Context: an optimization exercise on an open-source flow, tuned for a short achievable clock period and few clock cycles per item. The choices shown serve that exercise and are no tape-out recipe.
The RTL was checked by simulation tests, not by an equivalence proof against the original design.
The flow treats the clock pin as an ideal source. Dropping or thinning the clock tree relies on that and would not hold on a real chip.
Power and IR drop assume default switching activity.

// bmem_line_adapter
module bmem_line_adapter #(
    parameter int ADDR_W = 32,
    parameter int BEAT_W = 64,
    parameter int BEATS  = 4
) (
    input  logic                      clk,
    input  logic                      rst,
    input  logic [ADDR_W-1:0]         i_addr,
    input  logic                      i_read,
    output logic [BEAT_W*BEATS-1:0]   i_rdata,
    output logic                      i_resp,
    input  logic [ADDR_W-1:0]         d_addr,
    input  logic                      d_read,
    input  logic                      d_write,
    input  logic [BEAT_W*BEATS-1:0]   d_wdata,
    output logic [BEAT_W*BEATS-1:0]   d_rdata,
    output logic                      d_resp,
    output logic [ADDR_W-1:0]         bmem_addr,
    output logic                      bmem_read,
    output logic                      bmem_write,
    output logic [BEAT_W-1:0]         bmem_wdata,
    input  logic                      bmem_ready,
    input  logic [ADDR_W-1:0]         bmem_raddr,
    input  logic [BEAT_W-1:0]         bmem_rdata,
    input  logic                      bmem_rvalid
);
For scale: roughly 3300 cells after synthesis, about 720 flip-flops, about 1000 I/O pins.
export LEC_CHECK = 0
export CAP_MARGIN = 20
export CORE_AREA = 5 5 355 355
export DIE_AREA = 0 0 360 360
export SETUP_SLACK_MARGIN = 3.5
export SLEW_MARGIN = 20
export SYNTH_HIERARCHICAL = 1
export SYNTH_MINIMUM_KEEP_SIZE = 0
create_clock -name core_clock -period 5.0 [get_ports {clk}]
standard.sh (not shown) runs the stock make flow with config.mk's settings and CLKGATE_MAP_FILE= SYNTH_SCRIPT=/design/flow/synth_recipe.tcl, a recipe that flattens the netlist after the stock synthesis.
==> flow/flow/run.sh <==
#!/bin/bash
# Standard ORFS layout, except that the clock tree is built by
# flow/clock_tree.tcl in place of TritonCTS: the clock port drives four
# clkinv_16 roots, each root drives clkinv_8 leaves, and each leaf drives a
# compact cluster of at most 16 flip-flops (two inversions, so every
# flip-flop sees the clock's own polarity behind the same two cells).
# make's and the tools' full output goes to standard.log; ORFS keeps each
# step's log under orfs/logs.
set -euo pipefail
here=$(pwd)
FLOW_ROOT_CELL=sky130_fd_sc_hd__clkinv_16 FLOW_LEAF_CELL=sky130_fd_sc_hd__clkinv_8 FLOW_LEAF_MAX=16 bash standard.sh finish "PRE_CTS_TCL=$here/flow/clock_tree.tcl" > standard.log 2>&1
==> flow/flow/clock_tree.tcl <==
# Sourced by ORFS's cts.tcl before its clock tree step (PRE_CTS_TCL). It
# replaces clock_tree_synthesis with a two-level tree built here: the clock
# port drives 4 root cells, each root drives the leaf cells of one quarter of
# the flip-flops, and each leaf drives a compact cluster of at most
# FLOW_LEAF_MAX flip-flops. The root and leaf cells are FLOW_ROOT_CELL and
# FLOW_LEAF_CELL (clkbuf_16 by default; two inverters keep the clock's
# polarity). Every flip-flop is behind exactly one root and one leaf, so the
# tree is balanced by construction; the rest of cts.tcl (legalisation, timing
# repair) runs unchanged.

proc my_tree_split {pts max} {
  # pts: list of {x y iterm}. Cut along the longer side into
  # ceil(n / max) parts of near-equal size, by recursive cuts in proportion
  # to the number of parts on each side. Returns a list of parts.
  set n [llength $pts]
  set parts [expr {($n + $max - 1) / $max}]
  if {$parts <= 1} { return [list $pts] }
  set xs [lsort -integer [lmap p $pts {lindex $p 0}]]
  set ys [lsort -integer [lmap p $pts {lindex $p 1}]]
  set w [expr {[lindex $xs end] - [lindex $xs 0]}]
  set h [expr {[lindex $ys end] - [lindex $ys 0]}]
  set k [expr {$w >= $h ? 0 : 1}]
  set s [lsort -integer -index $k $pts]
  set p1 [expr {$parts / 2}]
  set cut [expr {($n * $p1 + $parts / 2) / $parts}]
  set m1 [expr {($cut + $p1 - 1) / $p1}]
  set m2 [expr {($n - $cut + ($parts - $p1) - 1) / ($parts - $p1)}]
  return [concat [my_tree_split [lrange $s 0 [expr {$cut - 1}]] $m1] \
                 [my_tree_split [lrange $s $cut end] $m2]]
}

proc my_tree_centroid {pts} {
  set sx 0; set sy 0
  foreach p $pts { set sx [expr {$sx + [lindex $p 0]}]; set sy [expr {$sy + [lindex $p 1]}] }
  set n [llength $pts]
  return [list [expr {$sx / $n}] [expr {$sy / $n}]]
}

proc my_tree_out {inst} {
  foreach it [$inst getITerms] {
    if {[$it isOutputSignal]} { return $it }
  }
  error "no output pin on [$inst getName]"
}

proc my_tree_buffer {block master name xy} {
  set inst [odb::dbInst_create $block $master $name]
  set w [[$inst getMaster] getWidth]
  set h [[$inst getMaster] getHeight]
  $inst setLocation [expr {[lindex $xy 0] - $w / 2}] [expr {[lindex $xy 1] - $h / 2}]
  $inst setPlacementStatus PLACED
  return $inst
}

proc my_tree_net {block name} {
  set net [odb::dbNet_create $block $name]
  $net setSigType CLOCK
  return $net
}

catch {rename clock_tree_synthesis my_orig_clock_tree_synthesis}
proc clock_tree_synthesis {args} {
  set leaf_max 12
  if {[info exists ::env(FLOW_LEAF_MAX)]} { set leaf_max $::env(FLOW_LEAF_MAX) }
  set block [ord::get_db_block]
  set root_cell sky130_fd_sc_hd__clkbuf_16
  set leaf_cell sky130_fd_sc_hd__clkbuf_16
  if {[info exists ::env(FLOW_ROOT_CELL)]} { set root_cell $::env(FLOW_ROOT_CELL) }
  if {[info exists ::env(FLOW_LEAF_CELL)]} { set leaf_cell $::env(FLOW_LEAF_CELL) }
  set root_master [[ord::get_db] findMaster $root_cell]
  set leaf_master [[ord::get_db] findMaster $leaf_cell]
  set clk [$block findNet clk]
  set sinks {}
  foreach it [$clk getITerms] {
    set xy [$it getAvgXY]
    if {[lindex $xy 0] == 0} {
      set loc [[$it getInst] getLocation]
      set xy [list 1 [lindex $loc 0] [lindex $loc 1]]
    }
    lappend sinks [list [lindex $xy 1] [lindex $xy 2] $it]
  }
  puts "bench clock tree: [llength $sinks] sinks on clk"
  # four quarters of equal size, then clusters inside each
  set quarters [my_tree_split $sinks [expr {([llength $sinks] + 3) / 4}]]
  if {[llength $quarters] != 4} { error "expected 4 quarters, got [llength $quarters]" }
  set q 0
  set nleaf 0
  foreach quarter $quarters {
    set clusters [my_tree_split $quarter $leaf_max]
    set leaf_xy {}
    set rnet [my_tree_net $block "clknet_root_$q"]
    foreach cl $clusters {
      set xy [my_tree_centroid $cl]
      lappend leaf_xy $xy
      set leaf [my_tree_buffer $block $leaf_master "clkbuf_leaf_${q}_$nleaf" $xy]
      set lnet [my_tree_net $block "clknet_leaf_${q}_$nleaf"]
      foreach p $cl {
        set it [lindex $p 2]
        $it disconnect
        $it connect $lnet
      }
      [my_tree_out $leaf] connect $lnet
      [$leaf findITerm A] connect $rnet
      incr nleaf
    }
    set root [my_tree_buffer $block $root_master "clkbuf_root_$q" [my_tree_centroid $leaf_xy]]
    [my_tree_out $root] connect $rnet
    [$root findITerm A] connect $clk
    puts "bench clock tree: root $q drives [llength $clusters] leaf buffers"
    incr q
  }
  puts "bench clock tree: $nleaf leaf buffers"
  set_propagated_clock [all_clocks]
}
The first run finished with timing, DRC and antenna clean.
Testbench counts at the start, summed over its fixed seeds: cycles 31,485, items 4,800.
Change:
==> flow/flow/run.sh (replaced) <==
#!/bin/bash
# Standard ORFS layout, except that the clock tree is built by
# flow/clock_tree.tcl (two buffer levels) in place of TritonCTS.
set -euo pipefail
here=$(pwd)
FLOW_ROOT_CELL=sky130_fd_sc_hd__clkinv_16 FLOW_LEAF_CELL=sky130_fd_sc_hd__clkinv_8 FLOW_LEAF_MAX=16 bash standard.sh finish "PRE_CTS_TCL=$here/flow/clock_tree.tcl" > standard.log 2>&1
--- a/flow/flow/clock_tree.tcl
+++ b/flow/flow/clock_tree.tcl
@@ -1,11 +1,9 @@
 # Sourced by ORFS's cts.tcl before its clock tree step (PRE_CTS_TCL). It
-# replaces clock_tree_synthesis with a two-level tree built here: the clock
-# port drives 4 root cells, each root drives the leaf cells of one quarter of
-# the flip-flops, and each leaf drives a compact cluster of at most
-# FLOW_LEAF_MAX flip-flops. The root and leaf cells are FLOW_ROOT_CELL and
-# FLOW_LEAF_CELL (clkbuf_16 by default; two inverters keep the clock's
-# polarity). Every flip-flop is behind exactly one root and one leaf, so the
-# tree is balanced by construction; the rest of cts.tcl (legalisation, timing
-# repair) runs unchanged.
+# replaces clock_tree_synthesis with a two-level tree of clkbuf_16 cells
+# built here: the clock port drives 4 root buffers, each root drives the
+# leaf buffers of one quarter of the flip-flops, and each leaf buffer drives
+# a compact cluster of at most LEAF_MAX flip-flops. Every flip-flop is behind
+# exactly two buffers, so the tree is balanced by construction; the rest of
+# cts.tcl (legalisation, timing repair) runs unchanged.
 
 proc my_tree_split {pts max} {
Global-route usage does not change.
Setup slack stays the same.
Via count stays the same.
Clock skew stays the same.
Combinational power hardly moves.
Utilization is unchanged.
Change:
==> flow/flow/run.sh (replaced) <==
#!/bin/bash
# Standard ORFS layout, except that the clock tree is built by
# flow/clock_tree.tcl (two buffer levels) in place of TritonCTS.
set -euo pipefail
here=$(pwd)
FLOW_ROOT_CELL=sky130_fd_sc_hd__clkinv_16 FLOW_LEAF_CELL=sky130_fd_sc_hd__clkinv_8 FLOW_LEAF_MAX=12 bash standard.sh finish "PRE_CTS_TCL=$here/flow/clock_tree.tcl" "BUFFER_PORTS_ARGS=-inputs -outputs -buffer_cell sky130_fd_sc_hd__buf_4" > standard.log 2>&1
Result:
- synthesized area does not change
- power grows by 2.1%
- cell count came out lower by about 2.3%
- cell area falls by about 5.4%
- clock skew came out higher by 0.013 ns
- wire length came out lower by about 2%
- setup slack degrades by 0.032 ns
- die area stays the same
Change:
==> flow/flow/run.sh (replaced) <==
#!/bin/bash
# Standard ORFS layout, except that the clock tree is built by
# flow/clock_tree.tcl (two buffer levels) in place of TritonCTS.
set -euo pipefail
here=$(pwd)
FLOW_LEAF_MAX=16 bash standard.sh finish "PRE_CTS_TCL=$here/flow/clock_tree.tcl" > standard.log 2>&1
--- a/flow/flow/clock_tree.tcl
+++ b/flow/flow/clock_tree.tcl
@@ -35,11 +35,4 @@
 }
 
-proc my_tree_out {inst} {
-  foreach it [$inst getITerms] {
-    if {[$it isOutputSignal]} { return $it }
-  }
-  error "no output pin on [$inst getName]"
-}
-
 proc my_tree_buffer {block master name xy} {
   set inst [odb::dbInst_create $block $master $name]
@@ -62,10 +55,5 @@
   if {[info exists ::env(FLOW_LEAF_MAX)]} { set leaf_max $::env(FLOW_LEAF_MAX) }
   set block [ord::get_db_block]
-  set root_cell sky130_fd_sc_hd__clkbuf_16
-  set leaf_cell sky130_fd_sc_hd__clkbuf_16
-  if {[info exists ::env(FLOW_ROOT_CELL)]} { set root_cell $::env(FLOW_ROOT_CELL) }
-  if {[info exists ::env(FLOW_LEAF_CELL)]} { set leaf_cell $::env(FLOW_LEAF_CELL) }
-  set root_master [[ord::get_db] findMaster $root_cell]
-  set leaf_master [[ord::get_db] findMaster $leaf_cell]
+  set master [[ord::get_db] findMaster sky130_fd_sc_hd__clkbuf_16]
   set clk [$block findNet clk]
   set sinks {}
@@ -91,5 +79,5 @@
       set xy [my_tree_centroid $cl]
       lappend leaf_xy $xy
-      set leaf [my_tree_buffer $block $leaf_master "clkbuf_leaf_${q}_$nleaf" $xy]
+      set leaf [my_tree_buffer $block $master "clkbuf_leaf_${q}_$nleaf" $xy]
       set lnet [my_tree_net $block "clknet_leaf_${q}_$nleaf"]
       foreach p $cl {
@@ -98,10 +86,10 @@
         $it connect $lnet
       }
-      [my_tree_out $leaf] connect $lnet
+      [$leaf findITerm X] connect $lnet
       [$leaf findITerm A] connect $rnet
       incr nleaf
     }
-    set root [my_tree_buffer $block $root_master "clkbuf_root_$q" [my_tree_centroid $leaf_xy]]
-    [my_tree_out $root] connect $rnet
+    set root [my_tree_buffer $block $master "clkbuf_root_$q" [my_tree_centroid $leaf_xy]]
+    [$root findITerm X] connect $rnet
     [$root findITerm A] connect $clk
     puts "bench clock tree: root $q drives [llength $clusters] leaf buffers"
Worst setup slack loses 0.097 ns.
Core utilization climbs by 1.9 points.
Register-to-register slack loses 0.03 ns.
Fmax drops by 4.6%.
Design area climbs by 4.5%.
Via count climbs by 0.43%.
Total power climbs by 6.1%.
Routed wire length climbs by 1.0%.
Global-route usage climbs by 1.7 points.
Change:
==> flow/flow/run.sh (replaced) <==
#!/bin/bash
# Standard ORFS layout, except that the clock tree is built by
# flow/clock_tree.tcl (two buffer levels) in place of TritonCTS.
set -euo pipefail
here=$(pwd)
FLOW_ROOT_CELL=sky130_fd_sc_hd__clkinv_16 FLOW_LEAF_CELL=sky130_fd_sc_hd__clkinv_8 FLOW_LEAF_MAX=16 bash standard.sh finish "PRE_CTS_TCL=$here/flow/clock_tree.tcl" "BUFFER_PORTS_ARGS=-inputs -outputs -buffer_cell sky130_fd_sc_hd__buf_4" > standard.log 2>&1
--- a/flow/flow/clock_tree.tcl
+++ b/flow/flow/clock_tree.tcl
@@ -35,4 +35,11 @@
 }
 
+proc my_tree_out {inst} {
+  foreach it [$inst getITerms] {
+    if {[$it isOutputSignal]} { return $it }
+  }
+  error "no output pin on [$inst getName]"
+}
+
 proc my_tree_buffer {block master name xy} {
   set inst [odb::dbInst_create $block $master $name]
@@ -55,5 +62,10 @@
   if {[info exists ::env(FLOW_LEAF_MAX)]} { set leaf_max $::env(FLOW_LEAF_MAX) }
   set block [ord::get_db_block]
-  set master [[ord::get_db] findMaster sky130_fd_sc_hd__clkbuf_16]
+  set root_cell sky130_fd_sc_hd__clkbuf_16
+  set leaf_cell sky130_fd_sc_hd__clkbuf_16
+  if {[info exists ::env(FLOW_ROOT_CELL)]} { set root_cell $::env(FLOW_ROOT_CELL) }
+  if {[info exists ::env(FLOW_LEAF_CELL)]} { set leaf_cell $::env(FLOW_LEAF_CELL) }
+  set root_master [[ord::get_db] findMaster $root_cell]
+  set leaf_master [[ord::get_db] findMaster $leaf_cell]
   set clk [$block findNet clk]
   set sinks {}
@@ -79,5 +91,5 @@
       set xy [my_tree_centroid $cl]
       lappend leaf_xy $xy
-      set leaf [my_tree_buffer $block $master "clkbuf_leaf_${q}_$nleaf" $xy]
+      set leaf [my_tree_buffer $block $leaf_master "clkbuf_leaf_${q}_$nleaf" $xy]
       set lnet [my_tree_net $block "clknet_leaf_${q}_$nleaf"]
       foreach p $cl {
@@ -86,10 +98,10 @@
         $it connect $lnet
       }
-      [$leaf findITerm X] connect $lnet
+      [my_tree_out $leaf] connect $lnet
       [$leaf findITerm A] connect $rnet
       incr nleaf
     }
-    set root [my_tree_buffer $block $master "clkbuf_root_$q" [my_tree_centroid $leaf_xy]]
-    [$root findITerm X] connect $rnet
+    set root [my_tree_buffer $block $root_master "clkbuf_root_$q" [my_tree_centroid $leaf_xy]]
+    [my_tree_out $root] connect $rnet
     [$root findITerm A] connect $clk
     puts "bench clock tree: root $q drives [llength $clusters] leaf buffers"
The changed run passed the timing, design-rule and antenna checks. Via count falls by 2.4%. Synthesized cell count is unchanged. Utilization decreases by 3.3 points. Global-route usage fell by 2.8 points. Setup slack gets better by 0.086 ns. Total power is lower by 8.1%. Die area does not change. Cell area came out lower by 7.5%. Wire length shrinks by 5.3%. Cell count decreases by 2.4%.
No run of this note takes its clock network from TritonCTS; it comes from the design's own scripts or RTL.

========
## amber
The RTL this note starts from:
==> flow/design.v <==
package bmem_pkg;
    localparam int BEAT_W      = 64;
    localparam int BEATS       = 4;
    localparam int LINE_W      = BEAT_W * BEATS;
    localparam int OFFSET_BITS = 5;
endpackage
module rr_arbiter2 (
    input  logic req_i,
    input  logic req_d,
    input  logic last_d,
    output logic gnt_d,
    output logic any_req
);
    assign gnt_d   = req_d & (~req_i | ~last_d);
    assign any_req = req_i | req_d;
endmodule
module bmem_line_adapter #(
    parameter int ADDR_W = 32,
    parameter int BEAT_W = 64,
    parameter int BEATS  = 4
) (
    input  logic                      clk,
    input  logic                      rst,
    input  logic [ADDR_W-1:0]         i_addr,
    input  logic                      i_read,
    output logic [BEAT_W*BEATS-1:0]   i_rdata,
    output logic                      i_resp,
    input  logic [ADDR_W-1:0]         d_addr,
    input  logic                      d_read,
    input  logic                      d_write,
    input  logic [BEAT_W*BEATS-1:0]   d_wdata,
    output logic [BEAT_W*BEATS-1:0]   d_rdata,
    output logic                      d_resp,
    output logic [ADDR_W-1:0]         bmem_addr,
    output logic                      bmem_read,
    output logic                      bmem_write,
    output logic [BEAT_W-1:0]         bmem_wdata,
    input  logic                      bmem_ready,
    input  logic [ADDR_W-1:0]         bmem_raddr,
    input  logic [BEAT_W-1:0]         bmem_rdata,
    input  logic                      bmem_rvalid
);
    localparam int LINE_W = BEAT_W * BEATS;
    localparam int CNT_W  = $clog2(BEATS);
    localparam int OFS    = bmem_pkg::OFFSET_BITS;
    localparam int LA_W   = ADDR_W - OFS;
    localparam logic [CNT_W-1:0] LAST_BEAT = CNT_W'(BEATS - 1);
    logic               i_rq, d_rq, d_wr_q;
    logic               rreq_q, rwait_q, wr_q;
    logic               idle;
    logic [CNT_W-1:0]   rcnt_q, wcnt_q;
    logic               cur_d_q, last_d_q, i_taken_q, d_taken_q;
    logic [LA_W-1:0]    la_q;         
    logic [LA_W-1:0]    rd_la_q;      
    logic [BEAT_W-1:0]  wdata_q;
    logic               i_resp_q, d_resp_q;
    logic [BEAT_W-1:0]  rdata_q, top_i_q, top_d_q;
    logic               hit_q;
    logic [CNT_W-1:0]   hidx_q;
    logic [LINE_W-BEAT_W-1:0] asm_i_q, asm_d_q;
    logic               pend_i, pend_d, nxt_d, nxt_valid, nxt_wr;
    logic [LA_W-1:0]    nxt_la;
    logic               wr_last, wr_done;
    assign pend_i = i_rq & ~i_taken_q;
    assign pend_d = d_rq & ~d_taken_q;
    rr_arbiter2 u_arb (
        .req_i   (pend_i),
        .req_d   (pend_d),
        .last_d  (last_d_q),
        .gnt_d   (nxt_d),
        .any_req (nxt_valid)
    );
    assign nxt_wr = nxt_d & d_wr_q;
    assign nxt_la = nxt_d ? d_addr[ADDR_W-1:OFS] : i_addr[ADDR_W-1:OFS];
    assign idle   = ~(rreq_q | rwait_q | wr_q);
    localparam int NS_W = 14;
    function automatic logic [NS_W-1:0] ctl_next(
        input logic             rdy,
        input logic             ev,
        input logic             rreq, rwait, wr,
        input logic [CNT_W-1:0] rcnt, wcnt,
        input logic             cur_d, last_d, i_taken, d_taken, i_resp, d_resp,
        input logic             nvalid, nd, nwr
    );
        logic             hit, rd_done, wr_done, start;
        logic             n_rreq, n_wr, n_rwait, n_cur_d, n_last_d, n_i_taken, n_d_taken;
        logic             n_i_resp, n_d_resp;
        logic [CNT_W-1:0] n_rcnt, n_wcnt;
        hit       = rwait & ev;
        rd_done   = hit & (rcnt == LAST_BEAT);
        wr_done   = wr & (wcnt == LAST_BEAT) & rdy;
        start     = nvalid & (~(rreq | rwait | wr) | rd_done | wr_done);
        n_rreq    = (rreq & ~rdy) | (start & ~nwr);
        n_wr      = (wr & ~wr_done) | (start & nwr);
        n_rwait   = (rreq & rdy) | (rwait & ~rd_done);
        n_rcnt    = rwait ? rcnt + CNT_W'(hit) : '0;
        n_wcnt    = wr ? wcnt + CNT_W'(rdy) : '0;
        n_cur_d   = start ? nd : cur_d;
        n_last_d  = start ? nd : last_d;
        n_i_taken = (start & ~nd) | (i_taken & ~i_resp);
        n_d_taken = (start & nd) | (d_taken & ~d_resp);
        n_i_resp  = rd_done & ~cur_d;
        n_d_resp  = (rd_done & cur_d) | wr_done;
        ctl_next = {n_rreq, n_wr, n_rwait, n_rcnt, n_wcnt, n_cur_d, n_last_d,
                    n_i_taken, n_d_taken, n_i_resp, n_d_resp, hit};
    endfunction
    logic             ev;
    logic [NS_W-1:0]  ns_00, ns_01, ns_10, ns_11, ns;
    logic             hit_d;
    localparam int EQ_N = ADDR_W / 8;
    logic [ADDR_W-1:0] rd_addr;
    logic [EQ_N-1:0]   eq_part;
    assign rd_addr = {rd_la_q, {OFS{1'b0}}};
    for (genvar g = 0; g < EQ_N; g++) begin : g_eq
        bmem_eq8 u_eq (
            .a  (bmem_raddr[8*g +: 8]),
            .b  (rd_addr[8*g +: 8]),
            .eq (eq_part[g])
        );
    end
    assign ev = bmem_rvalid & (&eq_part);
    assign ns_00 = ctl_next(1'b0, 1'b0, rreq_q, rwait_q, wr_q, rcnt_q, wcnt_q, cur_d_q, last_d_q,
                            i_taken_q, d_taken_q, i_resp_q, d_resp_q, nxt_valid, nxt_d, nxt_wr);
    assign ns_01 = ctl_next(1'b0, 1'b1, rreq_q, rwait_q, wr_q, rcnt_q, wcnt_q, cur_d_q, last_d_q,
                            i_taken_q, d_taken_q, i_resp_q, d_resp_q, nxt_valid, nxt_d, nxt_wr);
    assign ns_10 = ctl_next(1'b1, 1'b0, rreq_q, rwait_q, wr_q, rcnt_q, wcnt_q, cur_d_q, last_d_q,
                            i_taken_q, d_taken_q, i_resp_q, d_resp_q, nxt_valid, nxt_d, nxt_wr);
    assign ns_11 = ctl_next(1'b1, 1'b1, rreq_q, rwait_q, wr_q, rcnt_q, wcnt_q, cur_d_q, last_d_q,
                            i_taken_q, d_taken_q, i_resp_q, d_resp_q, nxt_valid, nxt_d, nxt_wr);
    assign ns = ev ? (bmem_ready ? ns_11 : ns_01) : (bmem_ready ? ns_10 : ns_00);
    assign wr_last = wr_q & (wcnt_q == LAST_BEAT);
    assign wr_done = wr_last & bmem_ready;
    logic bmem_read_o, bmem_write_o, i_resp_o, d_resp_o;
    always_ff @(posedge clk) begin
        if (rst) begin
            i_rq      <= 1'b0;
            d_rq      <= 1'b0;
            d_wr_q    <= 1'b0;
            rreq_q    <= 1'b0;
            rwait_q   <= 1'b0;
            wr_q      <= 1'b0;
            rcnt_q    <= '0;
            wcnt_q    <= '0;
            cur_d_q   <= 1'b0;
            last_d_q  <= 1'b0;
            i_taken_q <= 1'b0;
            d_taken_q <= 1'b0;
            i_resp_q  <= 1'b0;
            d_resp_q  <= 1'b0;
            hit_q     <= 1'b0;
            hidx_q    <= '0;
        end else begin
            i_rq      <= i_read & ~i_resp_q;
            d_rq      <= (d_read | d_write) & ~d_resp_q;
            d_wr_q    <= d_write;
            {rreq_q, wr_q, rwait_q, rcnt_q, wcnt_q, cur_d_q, last_d_q,
             i_taken_q, d_taken_q, i_resp_q, d_resp_q, hit_q} <= ns;
            hidx_q    <= rcnt_q;
        end
    end
    always_ff @(posedge clk or posedge rst) begin
        if (rst) begin
            bmem_read_o  <= 1'b0;
            bmem_write_o <= 1'b0;
            i_resp_o     <= 1'b0;
            d_resp_o     <= 1'b0;
        end else begin
            bmem_read_o  <= ns[NS_W-1];
            bmem_write_o <= ns[NS_W-2];
            i_resp_o     <= ns[2];
            d_resp_o     <= ns[1];
        end
    end
    logic [LA_W-1:0]    cur_la;
    logic               la_hold;
    logic [CNT_W-1:0]   wbeat;
    assign cur_la  = cur_d_q ? d_addr[ADDR_W-1:OFS] : i_addr[ADDR_W-1:OFS];
    assign la_hold = (rreq_q & ~bmem_ready) | (wr_q & ~wr_done);
    assign wbeat   = wr_q ? wcnt_q + CNT_W'(bmem_ready) : '0;
    always_ff @(posedge clk) begin
        la_q    <= la_hold ? cur_la : nxt_la;
        rd_la_q <= cur_la;
        wdata_q <= d_wdata[wbeat*BEAT_W +: BEAT_W];
        rdata_q <= bmem_rdata;
        top_i_q <= rwait_q ? bmem_rdata : rdata_q;
        top_d_q <= rwait_q ? bmem_rdata : top_i_q;
        for (int k = 0; k < BEATS-1; k++) begin
            if (hit_q && hidx_q == CNT_W'(k)) begin
                asm_i_q[k*BEAT_W +: BEAT_W] <= rdata_q;
                asm_d_q[k*BEAT_W +: BEAT_W] <= rdata_q;
            end else begin
                asm_i_q[k*BEAT_W +: BEAT_W] <= asm_d_q[k*BEAT_W +: BEAT_W];
                asm_d_q[k*BEAT_W +: BEAT_W] <= asm_i_q[k*BEAT_W +: BEAT_W];
            end
        end
    end
    assign bmem_addr  = {la_q, {OFS{1'b0}}};
    assign bmem_read  = bmem_read_o;
    assign bmem_write = bmem_write_o;
    assign bmem_wdata = wdata_q;
    assign i_resp     = i_resp_o;
    assign d_resp     = d_resp_o;
    assign i_rdata    = {top_i_q, asm_i_q};
    assign d_rdata    = {top_d_q, asm_d_q};
endmodule
module bmem_eq8 (
    input  logic [7:0] a,
    input  logic [7:0] b,
    output logic       eq
);
    assign eq = (a == b);
endmodule
==> flow/config.mk <==
export PLATFORM = sky130hd
export DESIGN_NAME = bmem_line_adapter
export DESIGN_NICKNAME = bmem_line_adapter
export VERILOG_FILES = /design/flow/design.v
export SDC_FILE = /design/flow/constraint.sdc
export NUM_CORES = 4
export LEC_CHECK = 0
export CAP_MARGIN = 20
export CORE_AREA = 5 5 355 355
export DIE_AREA = 0 0 360 360
export SETUP_SLACK_MARGIN = 3.5
export SLEW_MARGIN = 20
export SYNTH_HIERARCHICAL = 1
export SYNTH_MINIMUM_KEEP_SIZE = 0
==> flow/constraint.sdc <==
create_clock -name core_clock -period 5.0 [get_ports {clk}]
set_input_delay 1.0000 -clock core_clock [delete_from_list [all_inputs] [get_ports {clk}]]
set_output_delay 1.0000 -clock core_clock [all_outputs]
set_load 0.01 [all_outputs]
==> flow/flow/run.sh <==
#!/bin/bash
# Standard ORFS layout, except that the clock tree is built by
# flow/clock_tree.tcl (two buffer levels) in place of TritonCTS.
set -euo pipefail
here=$(pwd)
FLOW_LEAF_MAX=13 bash standard.sh finish "PRE_CTS_TCL=$here/flow/clock_tree.tcl" > standard.log 2>&1
==> flow/flow/clock_tree.tcl <==
# Sourced by ORFS's cts.tcl before its clock tree step (PRE_CTS_TCL). It
# replaces clock_tree_synthesis with a two-level tree of clkbuf_16 cells
# built here: the clock port drives 4 root buffers, each root drives the
# leaf buffers of one quarter of the flip-flops, and each leaf buffer drives
# a compact cluster of at most LEAF_MAX flip-flops. Every flip-flop is behind
# exactly two buffers, so the tree is balanced by construction; the rest of
# cts.tcl (legalisation, timing repair) runs unchanged.

proc my_tree_split {pts max} {
  # pts: list of {x y iterm}. Cut along the longer side into
  # ceil(n / max) parts of near-equal size, by recursive cuts in proportion
  # to the number of parts on each side. Returns a list of parts.
  set n [llength $pts]
  set parts [expr {($n + $max - 1) / $max}]
  if {$parts <= 1} { return [list $pts] }
  set xs [lsort -integer [lmap p $pts {lindex $p 0}]]
  set ys [lsort -integer [lmap p $pts {lindex $p 1}]]
  set w [expr {[lindex $xs end] - [lindex $xs 0]}]
  set h [expr {[lindex $ys end] - [lindex $ys 0]}]
  set k [expr {$w >= $h ? 0 : 1}]
  set s [lsort -integer -index $k $pts]
  set p1 [expr {$parts / 2}]
  set cut [expr {($n * $p1 + $parts / 2) / $parts}]
  set m1 [expr {($cut + $p1 - 1) / $p1}]
  set m2 [expr {($n - $cut + ($parts - $p1) - 1) / ($parts - $p1)}]
  return [concat [my_tree_split [lrange $s 0 [expr {$cut - 1}]] $m1] \
                 [my_tree_split [lrange $s $cut end] $m2]]
}

proc my_tree_centroid {pts} {
  set sx 0; set sy 0
  foreach p $pts { set sx [expr {$sx + [lindex $p 0]}]; set sy [expr {$sy + [lindex $p 1]}] }
  set n [llength $pts]
  return [list [expr {$sx / $n}] [expr {$sy / $n}]]
}

proc my_tree_buffer {block master name xy} {
  set inst [odb::dbInst_create $block $master $name]
  set w [[$inst getMaster] getWidth]
  set h [[$inst getMaster] getHeight]
  $inst setLocation [expr {[lindex $xy 0] - $w / 2}] [expr {[lindex $xy 1] - $h / 2}]
  $inst setPlacementStatus PLACED
  return $inst
}

proc my_tree_net {block name} {
  set net [odb::dbNet_create $block $name]
  $net setSigType CLOCK
  return $net
}

catch {rename clock_tree_synthesis my_orig_clock_tree_synthesis}
proc clock_tree_synthesis {args} {
  set leaf_max 12
  if {[info exists ::env(FLOW_LEAF_MAX)]} { set leaf_max $::env(FLOW_LEAF_MAX) }
  set block [ord::get_db_block]
  set master [[ord::get_db] findMaster sky130_fd_sc_hd__clkbuf_16]
  set clk [$block findNet clk]
  set sinks {}
  foreach it [$clk getITerms] {
    set xy [$it getAvgXY]
    if {[lindex $xy 0] == 0} {
      set loc [[$it getInst] getLocation]
      set xy [list 1 [lindex $loc 0] [lindex $loc 1]]
    }
    lappend sinks [list [lindex $xy 1] [lindex $xy 2] $it]
  }
  puts "bench clock tree: [llength $sinks] sinks on clk"
  # four quarters of equal size, then clusters inside each
  set quarters [my_tree_split $sinks [expr {([llength $sinks] + 3) / 4}]]
  if {[llength $quarters] != 4} { error "expected 4 quarters, got [llength $quarters]" }
  set q 0
  set nleaf 0
  foreach quarter $quarters {
    set clusters [my_tree_split $quarter $leaf_max]
    set leaf_xy {}
    set rnet [my_tree_net $block "clknet_root_$q"]
    foreach cl $clusters {
      set xy [my_tree_centroid $cl]
      lappend leaf_xy $xy
      set leaf [my_tree_buffer $block $master "clkbuf_leaf_${q}_$nleaf" $xy]
      set lnet [my_tree_net $block "clknet_leaf_${q}_$nleaf"]
      foreach p $cl {
        set it [lindex $p 2]
        $it disconnect
        $it connect $lnet
      }
      [$leaf findITerm X] connect $lnet
      [$leaf findITerm A] connect $rnet
      incr nleaf
    }
    set root [my_tree_buffer $block $master "clkbuf_root_$q" [my_tree_centroid $leaf_xy]]
    [$root findITerm X] connect $rnet
    [$root findITerm A] connect $clk
    puts "bench clock tree: root $q drives [llength $clusters] leaf buffers"
    incr q
  }
  puts "bench clock tree: $nleaf leaf buffers"
  set_propagated_clock [all_clocks]
}
Testbench counts of amber, summed over its fixed seeds: cycles 31,485, items 4,800.
Setup changes, amber to onyx
Settings: changing SETUP_SLACK_MARGIN from 3.5 to 3.1.
==> flow/flow/run.sh <==
#!/bin/bash
# Standard ORFS layout, except that the clock tree is built by
# flow/clock_tree.tcl (two buffer levels) in place of TritonCTS.
set -euo pipefail
here=$(pwd)
FLOW_LEAF_MAX=16 bash standard.sh finish "PRE_CTS_TCL=$here/flow/clock_tree.tcl" > standard.log 2>&1
Of amber and onyx, the lower internal power component belongs to onyx. In the flow results for amber and onyx, the clock power is smaller on onyx. Diff amber -> onyx | setup slack of the critical path after layout | decrease of 0.011 ns. onyx vs. amber: global routing met3 resource utilization saw an increase, total power shows a reduction of about 4%, sequential power fell about 0.6%, iteration count of the initial detailed-routing pass -1, post-route cell area now sits lower. The biggest fanout along the worst timing path reported for onyx is greater than that of amber by 3. Re maximum frequency: amber was higher than onyx. Critical path depth: onyx vs amber up 7.
Input changes introduced in quartz (baseline for comparison: onyx):
Settings: changing SETUP_SLACK_MARGIN from 3.1 to 3.5.
==> flow/flow/run.sh <==
#!/bin/bash
# Standard ORFS layout, except that the clock tree is built by
# flow/clock_tree.tcl (two buffer levels) in place of TritonCTS.
set -euo pipefail
here=$(pwd)
FLOW_LEAF_MAX=19 bash standard.sh finish "PRE_CTS_TCL=$here/flow/clock_tree.tcl" > standard.log 2>&1
==> comparison <==
- Of quartz and onyx, it is quartz that has the higher routed wire length.
- Slowest stage cell on the critical path: sky130_fd_sc_hd__dfrtp_1 -> quartz, sky130_fd_sc_hd__nand4_1 -> onyx
- [compare] base=onyx new=quartz: worst reg-to-reg path cell count went up by 4, number of max-cap violations has remained practically unchanged, relative contribution of sequential cells to total power rose 1.2 points.
> inputs changed (quartz -> xenon)
==> flow/flow/run.sh <==
#!/bin/bash
# Standard ORFS layout, except that the clock tree is built by
# flow/clock_tree.tcl (two buffer levels) in place of TritonCTS.
set -euo pipefail
here=$(pwd)
FLOW_LEAF_MAX=16 bash standard.sh finish "PRE_CTS_TCL=$here/flow/clock_tree.tcl" > standard.log 2>&1
### Flow results
Min number of diodes added for antenna fixing across quartz and xenon: xenon
In xenon the slew at the pin closest to its max-slew limit turned out 0.073 ns higher than in quartz.
xenon: area growth from synthesis to layout lower than quartz
Maximum vdd drop in xenon is 13% below quartz.
quartz consumes less power than xenon.
Re path depth of the worst reg2reg path: no difference whatsoever between xenon and quartz.
Wire length of the first global-routing pass, quartz and xenon: lower on xenon
Going from quartz to xenon, met1 usage shrinks by 0.23 points.
Taking quartz as the reference, in xenon final cycle utilization of the critical path did not really move; worst setup slack did not really move.
diff inputs: xenon => delta
==> flow/flow/run.sh <==
#!/bin/bash
# Standard ORFS layout, except that the clock tree is built by
# flow/clock_tree.tcl (two buffer levels) in place of TritonCTS.
set -euo pipefail
here=$(pwd)
FLOW_ROOT_CELL=sky130_fd_sc_hd__clkinv_16 FLOW_LEAF_CELL=sky130_fd_sc_hd__clkinv_8 FLOW_LEAF_MAX=16 bash standard.sh finish "PRE_CTS_TCL=$here/flow/clock_tree.tcl" > standard.log 2>&1
diff --git a/flow/flow/clock_tree.tcl b/flow/flow/clock_tree.tcl
--- a/flow/flow/clock_tree.tcl
+++ b/flow/flow/clock_tree.tcl
@@ -36,0 +37,7 @@
+proc my_tree_out {inst} {
+  foreach it [$inst getITerms] {
+    if {[$it isOutputSignal]} { return $it }
+  }
+  error "no output pin on [$inst getName]"
+}
+
@@ -57 +64,6 @@
-  set master [[ord::get_db] findMaster sky130_fd_sc_hd__clkbuf_16]
+  set root_cell sky130_fd_sc_hd__clkbuf_16
+  set leaf_cell sky130_fd_sc_hd__clkbuf_16
+  if {[info exists ::env(FLOW_ROOT_CELL)]} { set root_cell $::env(FLOW_ROOT_CELL) }
+  if {[info exists ::env(FLOW_LEAF_CELL)]} { set leaf_cell $::env(FLOW_LEAF_CELL) }
+  set root_master [[ord::get_db] findMaster $root_cell]
+  set leaf_master [[ord::get_db] findMaster $leaf_cell]
@@ -81 +93 @@
-      set leaf [my_tree_buffer $block $master "clkbuf_leaf_${q}_$nleaf" $xy]
+      set leaf [my_tree_buffer $block $leaf_master "clkbuf_leaf_${q}_$nleaf" $xy]
@@ -88 +100 @@
-      [$leaf findITerm X] connect $lnet
+      [my_tree_out $leaf] connect $lnet
@@ -92,2 +104,2 @@
-    set root [my_tree_buffer $block $master "clkbuf_root_$q" [my_tree_centroid $leaf_xy]]
-    [$root findITerm X] connect $rnet
+    set root [my_tree_buffer $block $root_master "clkbuf_root_$q" [my_tree_centroid $leaf_xy]]
+    [my_tree_out $root] connect $rnet
### Flow results
- Compared with xenon, in delta count of TritonRoute iterations in the first routing pass has remained practically unchanged, post-route fraction of the period consumed by the critical path climbed 1.4 points, global-route wire length before repair up about 5%.
- delta gives less worst path setup slack after routing than xenon did.
- delta gives less share of the final layout cell area in sequential cells than xenon did.
- Diff xenon and delta: final standard cell area without fillers lower in xenon
The following lists how raven was set up differently from delta:
Settings: SETUP_SLACK_MARGIN now 3.8, was 3.5.
==> flow/flow/run.sh <==
#!/bin/bash
# Standard ORFS layout, except that the clock tree is built by
# flow/clock_tree.tcl (two buffer levels) in place of TritonCTS.
set -euo pipefail
here=$(pwd)
FLOW_LEAF_MAX=16 bash standard.sh finish "PRE_CTS_TCL=$here/flow/clock_tree.tcl" > standard.log 2>&1
diff --git a/flow/flow/clock_tree.tcl b/flow/flow/clock_tree.tcl
--- a/flow/flow/clock_tree.tcl
+++ b/flow/flow/clock_tree.tcl
@@ -37,7 +36,0 @@
-proc my_tree_out {inst} {
-  foreach it [$inst getITerms] {
-    if {[$it isOutputSignal]} { return $it }
-  }
-  error "no output pin on [$inst getName]"
-}
-
@@ -64,6 +57 @@
-  set root_cell sky130_fd_sc_hd__clkbuf_16
-  set leaf_cell sky130_fd_sc_hd__clkbuf_16
-  if {[info exists ::env(FLOW_ROOT_CELL)]} { set root_cell $::env(FLOW_ROOT_CELL) }
-  if {[info exists ::env(FLOW_LEAF_CELL)]} { set leaf_cell $::env(FLOW_LEAF_CELL) }
-  set root_master [[ord::get_db] findMaster $root_cell]
-  set leaf_master [[ord::get_db] findMaster $leaf_cell]
+  set master [[ord::get_db] findMaster sky130_fd_sc_hd__clkbuf_16]
@@ -93 +81 @@
-      set leaf [my_tree_buffer $block $leaf_master "clkbuf_leaf_${q}_$nleaf" $xy]
+      set leaf [my_tree_buffer $block $master "clkbuf_leaf_${q}_$nleaf" $xy]
@@ -100 +88 @@
-      [my_tree_out $leaf] connect $lnet
+      [$leaf findITerm X] connect $lnet
@@ -104,2 +92,2 @@
-    set root [my_tree_buffer $block $root_master "clkbuf_root_$q" [my_tree_centroid $leaf_xy]]
-    [my_tree_out $root] connect $rnet
+    set root [my_tree_buffer $block $master "clkbuf_root_$q" [my_tree_centroid $leaf_xy]]
+    [$root findITerm X] connect $rnet
Synthesized area: raven vs delta identical. Global-route usage in raven vs delta: down 0.54 points. delta → raven: routed wire length has decreased, number of enable-type register cells in the synthesized netlist has remained practically unchanged.
In every run of this note, the design's own scripts or RTL, not TritonCTS, make the clock network.

==> re-timing with driven ports <==
Ports are ideal in the flow. The routed layouts listed here were re-timed in OpenROAD. Step 1 (the two cells are an assumption about what drives the block):
set clk [get_ports {clk}]
set_driving_cell -lib_cell sky130_fd_sc_hd__clkbuf_16 $clk
set_driving_cell -lib_cell sky130_fd_sc_hd__buf_2 [delete_from_list [all_inputs] $clk]
Step 2 times the ports against the registers' clock, not the clock port: input delays grow and output delays shrink by t, the midpoint of the rising clock arrivals with the driver on. Slacks: ideal ports / drivers / drivers and shift; pairs: ideal ports / drivers.
run | t (ns) | setup slack, ns | worst hold slack (ns) | worst slew at a driven data input, ns
the first run of note 1 | 0.610 | 3.026 / 2.743 / 2.698 | 0.412 / 0.413 / 0.413 | 0.22
the second run of note 1 | 0.610 | 3.026 / 2.743 / 2.698 | 0.412 / 0.413 / 0.413 | 0.22
the third run of note 1 | 0.637 | 2.994 / 2.730 / 2.592 | 0.415 / 0.416 / 0.416 | 0.21
the fourth run of note 1 | 0.605 | 2.897 / 2.740 / 2.582 | 0.393 / 0.392 / 0.392 | 0.22
the fifth run of note 1 | 0.602 | 2.983 / 2.752 / 2.623 | 0.401 / 0.401 / 0.401 | 0.21
amber | 0.599 | 2.960 / 2.807 / 2.516 | 0.413 / 0.413 / 0.413 | 0.37
onyx | 0.576 | 2.949 / 2.842 / 2.479 | 0.418 / 0.418 / 0.418 | 0.36
quartz | 0.573 | 2.979 / 2.823 / 2.471 | 0.408 / 0.408 / 0.408 | 0.35
xenon | 0.574 | 2.981 / 2.832 / 2.482 | 0.405 / 0.405 / 0.405 | 0.36
delta | 0.597 | 2.910 / 2.816 / 2.506 | 0.408 / 0.408 / 0.408 | 0.35
raven | 0.581 | 2.750 / 2.838 / 2.287 | 0.435 / 0.434 / 0.434 | 0.31
After both steps setup and hold are still met in every run listed. The setup slack of quartz, which loses most, moves by -0.156 ns with the drivers and by -0.508 ns with both steps.
